Source: an optimization exercise on an open RTL-to-GDS flow (aim: small area). Production flows keep margins and buffers that such runs may drop.
Only simulation tests tie the RTL to the original design; equivalence was not proved.

Setup of v6:
## data_mem_responder
module data_mem_responder #(
  parameter int DEPTH       = 64,
  parameter int WAIT_CYCLES = 2
) (
  input  logic        clk,
  input  logic        reset,
  input  logic        mem_read,
  input  logic        mem_write,
  input  logic [31:0] addr,
  input  logic [31:0] wdata,
  output logic [31:0] rdata,
  output logic        ready,
  output logic        busy,
  output logic        err
);
Size: about 3,200 cells after synthesis, roughly 2,100 flip-flops, roughly 51,000 um^2 of cells after synthesis.
==> module data_mem_responder, before the edit <==
module data_mem_responder #(
  parameter int DEPTH       = 64,
  parameter int WAIT_CYCLES = 2
) (
  input  logic        clk,
  input  logic        reset,
  input  logic        mem_read,
  input  logic        mem_write,
  input  logic [31:0] addr,
  input  logic [31:0] wdata,
  output logic [31:0] rdata,
  output logic        ready,
  output logic        busy,
  output logic        err
);
  localparam int NPT = DEPTH / 4;   
  logic [DEPTH-1:0][31:0] ring;
  logic [5:0]  phase;
  logic        swept;
  logic [1:0]  cnt;
  logic [5:0]  capIdx;
  logic        capWrite;
  logic        capFault;
  logic        fault;
  logic [5:0]  useIdx;
  logic [31:0] useWdata;
  logic [31:0] useWdataN;
  logic        useWrite;
  logic [5:0]  pos;
  logic        sweep;
  logic [NPT-1:0] ptSel;
  logic [NPT-1:0] wsel;      
  logic [NPT-1:0] keep;      
  logic [17:0]   rsel;
  logic [17:0][31:0] rsrc;
  logic [5:0][31:0]  rpart;
  logic [31:0] rnext;
  logic [DEPTH-1:0][31:0] ringNext;
  logic [NPT-1:0][31:0]   insD;
  assign fault     = (addr[1:0] != 2'b00) || (addr[31:8] != 24'd0) || (mem_read && mem_write);
  assign busy      = (cnt != 2'd0);
  assign err       = ready && capFault;
  assign useIdx    = busy ? capIdx   : addr[7:2];
  assign useWdata  = busy ? rdata : wdata;
  assign useWdataN = ~useWdata;
  assign useWrite  = busy ? capWrite : (mem_write && !fault);
  assign pos       = useIdx + phase;
  assign sweep     = !swept;
  always_comb begin
    for (int k = 0; k < NPT; k++) begin
      ptSel[k] = (pos[1:0] == 2'b11) && (pos[5:2] == 4'(k));
      wsel[k]  = useWrite && ptSel[k];
      rsel[k]  = ptSel[k] && !sweep;
      keep[k]  = !wsel[(k+NPT-1)%NPT] && !sweep;
      rsrc[k]  = k[0] ? insD[(k+1)%NPT] : ring[4*k+3];
    end
    rsel[NPT]   = busy && (pos[1:0] != 2'b11);
    rsrc[NPT]   = rdata;
    rsel[NPT+1] = !busy && (pos[1:0] != 2'b11);
    rsrc[NPT+1] = wdata;
  end
  for (genvar g = 0; g < 6; g++) begin : g_rd
    dmr_aoi3 u_aoi (.sel(rsel[3*g+2:3*g]), .din(rsrc[3*g+2:3*g]), .doutn(rpart[g]));
  end
  dmr_nand6 u_rd (.dinn(rpart), .dout(rnext));
  for (genvar m = 0; m < NPT; m++) begin : g_pt
    if (m % 2 == 1) begin : g_inv
      dmr_ins_inv u_ins (
        .wsel(wsel[(m+NPT-1)%NPT]), .keep(keep[m]), .w(useWdata),
        .prev(ring[(4*m+DEPTH-1)%DEPTH]), .d(insD[m])
      );
    end else begin : g_true
      dmr_ins_true u_ins (
        .wseln(!wsel[(m+NPT-1)%NPT]), .keepn(!keep[m]), .wn(useWdataN),
        .prevn(ring[(4*m+DEPTH-1)%DEPTH]), .d(insD[m])
      );
    end
  end
  always_comb begin
    for (int i = 0; i < DEPTH; i++)
      ringNext[i] = (i % 4 == 0) ? insD[i/4] : ring[(i+DEPTH-1)%DEPTH];
  end
  always_ff @(posedge clk or negedge reset) begin
    if (!reset) begin
      phase <= 6'd0;
      swept <= 1'b0;
      cnt   <= 2'd0;
      ready <= 1'b0;
    end else begin
      phase <= phase + 6'd1;
      if (phase[1:0] == 2'b11) swept <= 1'b1;
      ready <= (cnt == 2'd3);
      if (busy) cnt <= cnt + 2'd1;
      else if (mem_read || mem_write) cnt <= 2'd1;
    end
  end
  always_ff @(posedge clk) begin
    if (!busy) begin
      capIdx   <= addr[7:2];
      capWrite <= mem_write && !fault;
      capFault <= fault;
    end
  end
  always_ff @(posedge clk) begin
    rdata <= rnext;
    ring  <= ringNext;
  end
endmodule
Settings: LEC_CHECK=0, CAP_MARGIN=20, CORE_MARGIN=2, CORE_UTILIZATION=75, SLEW_MARGIN=20, SYNTH_HIERARCHICAL=1; clock period 7.0 ns.
standard.sh (not shown) runs the stock make flow with config.mk's settings and CLKGATE_MAP_FILE= SYNTH_SCRIPT=/design/flow/synth_recipe.tcl, a recipe that flattens the netlist after the stock synthesis.
==> flow/flow/run.sh <==
#!/bin/bash
set -e
export CTS_ARGS="-sink_clustering_enable -repair_clock_nets -dont_use_dummy_load -buf_list sky130_fd_sc_hd__clkbuf_8 -sink_clustering_size 20 -sink_clustering_max_diameter 50"
export BUFFER_PORTS_ARGS="-buffer_cell sky130_fd_sc_hd__buf_1"
bash standard.sh > standard.log 2>&1
Here is what was changed in the inputs of v7 compared with v6.
--- a/flow/design.v
+++ b/flow/design.v
@@ -50,12 +50,14 @@
   logic        swept;
   logic [1:0]  cnt;
   logic [5:0]  capIdx;
+  logic        capRead;
   logic        capWrite;
   logic        capFault;
   logic        fault;
   logic [5:0]  useIdx;
   logic [31:0] useWdata;
   logic [31:0] useWdataN;
+  logic        useRead;
   logic        useWrite;
   logic [5:0]  pos;
   logic        sweep;
@@ -74,6 +76,7 @@
   assign useIdx    = busy ? capIdx   : addr[7:2];
   assign useWdata  = busy ? rdata : wdata;
   assign useWdataN = ~useWdata;
+  assign useRead   = busy ? capRead  : (mem_read && !fault);
   assign useWrite  = busy ? capWrite : (mem_write && !fault);
   assign pos       = useIdx + phase;
   assign sweep     = !swept;
@@ -81,13 +84,13 @@
     for (int k = 0; k < NPT; k++) begin
       ptSel[k] = (pos[1:0] == 2'b11) && (pos[5:2] == 4'(k));
       wsel[k]  = useWrite && ptSel[k];
-      rsel[k]  = ptSel[k] && !sweep;
+      rsel[k]  = useRead && ptSel[k] && !sweep;
       keep[k]  = !wsel[(k+NPT-1)%NPT] && !sweep;
       rsrc[k]  = k[0] ? insD[(k+1)%NPT] : ring[4*k+3];
     end
-    rsel[NPT]   = busy && (pos[1:0] != 2'b11);
+    rsel[NPT]   = busy && !(useRead && (pos[1:0] == 2'b11));
     rsrc[NPT]   = rdata;
-    rsel[NPT+1] = !busy && (pos[1:0] != 2'b11);
+    rsel[NPT+1] = !busy && !(useRead && (pos[1:0] == 2'b11));
     rsrc[NPT+1] = wdata;
   end
   for (genvar g = 0; g < 6; g++) begin : g_rd
@@ -128,6 +131,7 @@
   always_ff @(posedge clk) begin
     if (!busy) begin
       capIdx   <= addr[7:2];
+      capRead  <= mem_read && !fault;
       capWrite <= mem_write && !fault;
       capFault <= fault;
     end
Notes after the runs:
Vertical die dimension delta (v7 -> v6): insignificant
Between v6 and v7, the first-pass GRT wire length is lower for v6.
v7 vs. v6: mean cell area of the mapped netlist closely matched the old numbers, count of hold buffers inserted by post-cts repair ~0 delta, clock buffer and inverter area fraction after layout flat.

static timing again, ports no longer ideal:
In the flow no input, the clock included, has a driving cell. The finished layouts below were timed again as built, in two steps. Step 1 sets driving cells, clkbuf_16 on the clock port and buf_2 on the other inputs (assumed; they add their load-dependent delay and slew). Step 2 also shifts input and output timing later by t, the mid clock arrival at the registers, as if the neighbouring blocks saw the same clock. a / b / c = no drivers / after step 1 / after step 2; a / b = the first two.
run | t (ns) | setup slack, ns | hold slack, ns | worst slew at a driven data input, ns
v6 | 0.839 | 1.451 / 1.451 / 1.183 | 0.276 / 0.276 / 0.276 | 0.11
v7 | 0.862 | 1.756 / 1.756 / 1.044 | 0.281 / 0.281 / 0.281 | 0.08
After both steps setup and hold are still met in every run listed. For v7, which loses most, drivers alone change the setup slack by 0.000 ns; drivers and shift together by -0.712 ns.
